This is an optimization exercise on Yosys and OpenROAD, whose aim is small area, a short achievable clock period and few clock cycles per item, not a production implementation. Only simulation tests tie the RTL to the original design; equivalence was not proved.

== rev 12 ==
Design magnetometer_heading_unpack, start of the top module:
module magnetometer_heading_unpack
(
    input  wire logic              clk,
    input  wire logic              rst_n,
    input  wire logic              in_valid,
    output logic                   in_ready,
    input  wire logic [7:0]        x_high_byte,
    input  wire logic [7:0]        x_low_byte,
    input  wire logic [7:0]        y_high_byte,
    input  wire logic [7:0]        y_low_byte,
    input  wire logic [7:0]        z_high_byte,
    input  wire logic [7:0]        z_low_byte,
    output logic                   out_valid,
    input  wire logic              out_ready,
    output logic signed [15:0]     mag_x,
    output logic signed [15:0]     mag_y,
    output logic signed [15:0]     mag_z,
    output logic [16:0]            heading
);
Size in the first run: ~120 I/O pins, ~80000 sq um of cells after synthesis.
make LEC_CHECK=0 CAP_MARGIN=20 CORE_MARGIN=2 CORE_UTILIZATION=60 CTS_BUF_LIST=sky130_fd_sc_hd__clkbuf_16 CTS_CLUSTER_DIAMETER=80 CTS_CLUSTER_SIZE=25 SETUP_SLACK_MARGIN=2.35 SLEW_MARGIN=20 finish   # period 6.0 ns
run.sh (not shown) runs the stock make flow with config.mk's settings and CLKGATE_MAP_FILE= SYNTH_SCRIPT=/design/flow/synth_recipe.tcl, a recipe that flattens the netlist after the stock synthesis.
Rev 12 closes out successfully: all stages finished, all timing, DRC and antenna checks passed.
Testbench counts of rev 12, summed over its fixed seeds: cycles 16,120, items 16,000.
Here is what was changed in the inputs of rev 13 compared with rev 12.
Settings: changing SETUP_SLACK_MARGIN from 2.35 to 2.5; changing CORE_UTILIZATION from 60 to 50.
Rev 13 — shortest clock period the worst path allows after layout 0.077 ns lower, rev 12 as reference. Total CTS buffers (rev 12 / rev 13): 0.924. Going from rev 12 to rev 13, the starting density of the core was found to have gone down by 10 points. The run showing the greater die footprint is rev 13. Rev 12 was smaller in final cell area than rev 13. Minimum setup slack in the final design delta (rev 13 − rev 12): favourable. Summary of the comparison: via count is lower in rev 13, relative to rev 12.

run A:
magnetometer_heading_unpack, a different RTL version from the one above (not shown whole).
Size: ~6200 cells after synthesis, ~1600 flip-flops, roughly 120 I/O pins.
==> flow/config.mk <==
export PLATFORM = sky130hd
export DESIGN_NAME = magnetometer_heading_unpack
export DESIGN_NICKNAME = magnetometer_heading_unpack
export VERILOG_FILES = /design/flow/design.v
export SDC_FILE = /design/flow/constraint.sdc
export NUM_CORES = 4
export LEC_CHECK = 0
export CAP_MARGIN = 20
export CORE_MARGIN = 2
export CORE_UTILIZATION = 60
export SETUP_SLACK_MARGIN = 2.5
export SLEW_MARGIN = 20
==> flow/constraint.sdc <==
create_clock -name core_clock -period 6.0 [get_ports {clk}]
set_input_delay 1.2000 -clock core_clock [delete_from_list [all_inputs] [get_ports {clk}]]
set_output_delay 1.2000 -clock core_clock [all_outputs]
set_load 0.01 [all_outputs]
Testbench counts of run A, summed over its fixed seeds: cycles 16,128, items 16,000.
What run B does differently from run A at the input level:
Settings: SETUP_SLACK_MARGIN now 2.0, was 2.5.
### Flow results
[compare] base=run A new=run B: design area shrank by 1400 um2, core utilization moved down, post-CTS setup buffer count moved down.
diff inputs: run B => run C
Settings: SETUP_SLACK_MARGIN now 3.0, was 2.0.
- Worst setup slack in run C is 0.45 ns higher than in run B
- Part of the cycle the worst path needs came out lower on run C than on run B.
- [compare] base=run B new=run C: fraction of synthesized area in multiplexers closely matched the old numbers, design area saw an increase, cell count after synthesis shows no meaningful change, setup slack at placement comparable.
- Run C supports a higher top clock frequency than run B.
The following lists how run D was set up differently from run C:
Settings: swapping 3.0 for 2.5 in SETUP_SLACK_MARGIN; putting CTS_BUF_LIST at sky130_fd_sc_hd__clkbuf_16 where nothing was set; putting CTS_CLUSTER_DIAMETER at 100 where nothing was set; putting CTS_CLUSTER_SIZE at 30 where nothing was set.
==> comparison <==
- Share of cell area taken by multi-input logic gates ends up higher on run D.
- Run D vs run C: total number of nets in the final design down
- Summary: with run C as the reference, design area in run D moved down by a little under 10%.
- Lower global-route wire length before repair was reported by run D, not run C.
- Run D ended up with a lower aggregate global-route resource usage than run C did.
- The number of cells traversed by the worst hold path of run D and that of run C are within noise of each other.
- Fmax: run D below run C
- Summary of run D over run C: total inserted antenna cells decreased by 1 relative to the old numbers, routed via count saw a decrease.
- Run D | stages: all done | timing, DRC, antenna: all pass

magnetometer_heading_unpack with an RTL version that a note above also has.
Size: roughly 6200 cells after synthesis, ~120 I/O pins.
clock: 6.0 ns
lec_check: 0
cap_margin: 20
core_margin: 2
core_utilization: 60
setup_slack_margin: 2.5
slew_margin: 20
The first run went through all stages and came out clean.
Testbench counts at the start, summed over its fixed seeds: cycles 16,120, items 16,000.
Rerun with:
- CTS_BUF_LIST: default -> sky130_fd_sc_hd__clkbuf_16
- CTS_CLUSTER_DIAMETER: default -> 80
- CTS_CLUSTER_SIZE: default -> 25
- SETUP_SLACK_MARGIN: 2.5 -> 2.8
Synthesized cell count stays the same.
Critical path depth rose by 1.
Via count rose by about 1.3%.
Clock-buffer cell count fell by 103.
Wire length rose by about 2.3%.
Non-clock buffer count rose by 188.
Final cell count rose by about 0.6%.
Design area rose by 2.0%.

Starting RTL as in the previous note.
clock: 6.0 ns
lec_check: 0
cap_margin: 20
core_margin: 2
core_utilization: 60
cts_buf_list: sky130_fd_sc_hd__clkbuf_16
cts_cluster_diameter: 80
cts_cluster_size: 25
place_density: 0.75
setup_slack_margin: 2.5
slew_margin: 20
The starting point went through all stages and came out clean.
Testbench counts at the start, summed over its fixed seeds: cycles 16,120, items 16,000.
==> next run, changes <==
Settings changed: CORE_UTILIZATION 60 to 70, CTS_BUF_LIST sky130_fd_sc_hd__clkbuf_16 to not set, CTS_CLUSTER_DIAMETER 80 to not set, CTS_CLUSTER_SIZE 25 to not set, PLACE_DENSITY 0.75 to not set.
Wire length goes up by 13%.
Fmax is about the same.
Setup slack gets worse by 0.010 ns.
First-iteration DRC count goes up by 6.1%.
Critical path depth goes up by 1.
Flip-flop and latch count is unchanged.
Worst hold slack gets better by 0.018 ns.
Non-clock buffer count goes up by 20.
Synthesized cell count is unchanged.
Die area goes down by 14%.
Cell area goes up by 2.3%.

afterwards: timing with drivers on the ports:
Ports are ideal in the flow. The routed layouts listed here were re-timed in OpenROAD.
Step 1, drivers: a clkbuf_16 drives clk and a buf_2 each remaining input, both assumed.
Step 2 adds t to the input delays and takes it off the output delays; t is the mean of the earliest and latest rising clock arrival at the registers after step 1. Input paths then give back, and output paths get back, about the clock's delay inside the block.
a / b / c = no drivers / after step 1 / after step 2; a / b = the first two.
| run | t, ns | setup WS [ns] | worst setup path after step 2 | worst slew at a driven data input, ns |
|---|---|---|---|---|
| rev 12 | 0.791 | 2.404 / 2.407 / 1.644 | input to register | 0.16 |
| rev 13 | 0.795 | 2.481 / 2.507 / 1.712 | input to register | 0.13 |
| run A | 0.871 | 2.479 / 2.505 / 1.661 | input to register | 0.09 |
| run B | 0.867 | 2.050 / 2.100 / 1.233 | input to register | 0.08 |
| run C | 0.877 | 2.498 / 2.554 / 1.677 | input to register | 0.09 |
| run D | 0.782 | 2.420 / 2.461 / 1.679 | input to register | 0.09 |
| the first run of note 3 | 0.871 | 2.511 / 2.511 / 1.767 | input to register | 0.16 |
| the second run of note 3 | 0.794 | 2.541 / 2.541 / 1.781 | input to register | 0.17 |
| the first run of note 4 | 0.816 | 2.457 / 2.482 / 1.673 | input to register | 0.12 |
| the second run of note 4 | 0.831 | 2.446 / 2.486 / 1.656 | input to register | 0.06 |
After both steps every run listed still meets setup and hold. For run C, which loses most, drivers alone change the setup slack by +0.056 ns; drivers and shift together by -0.821 ns.
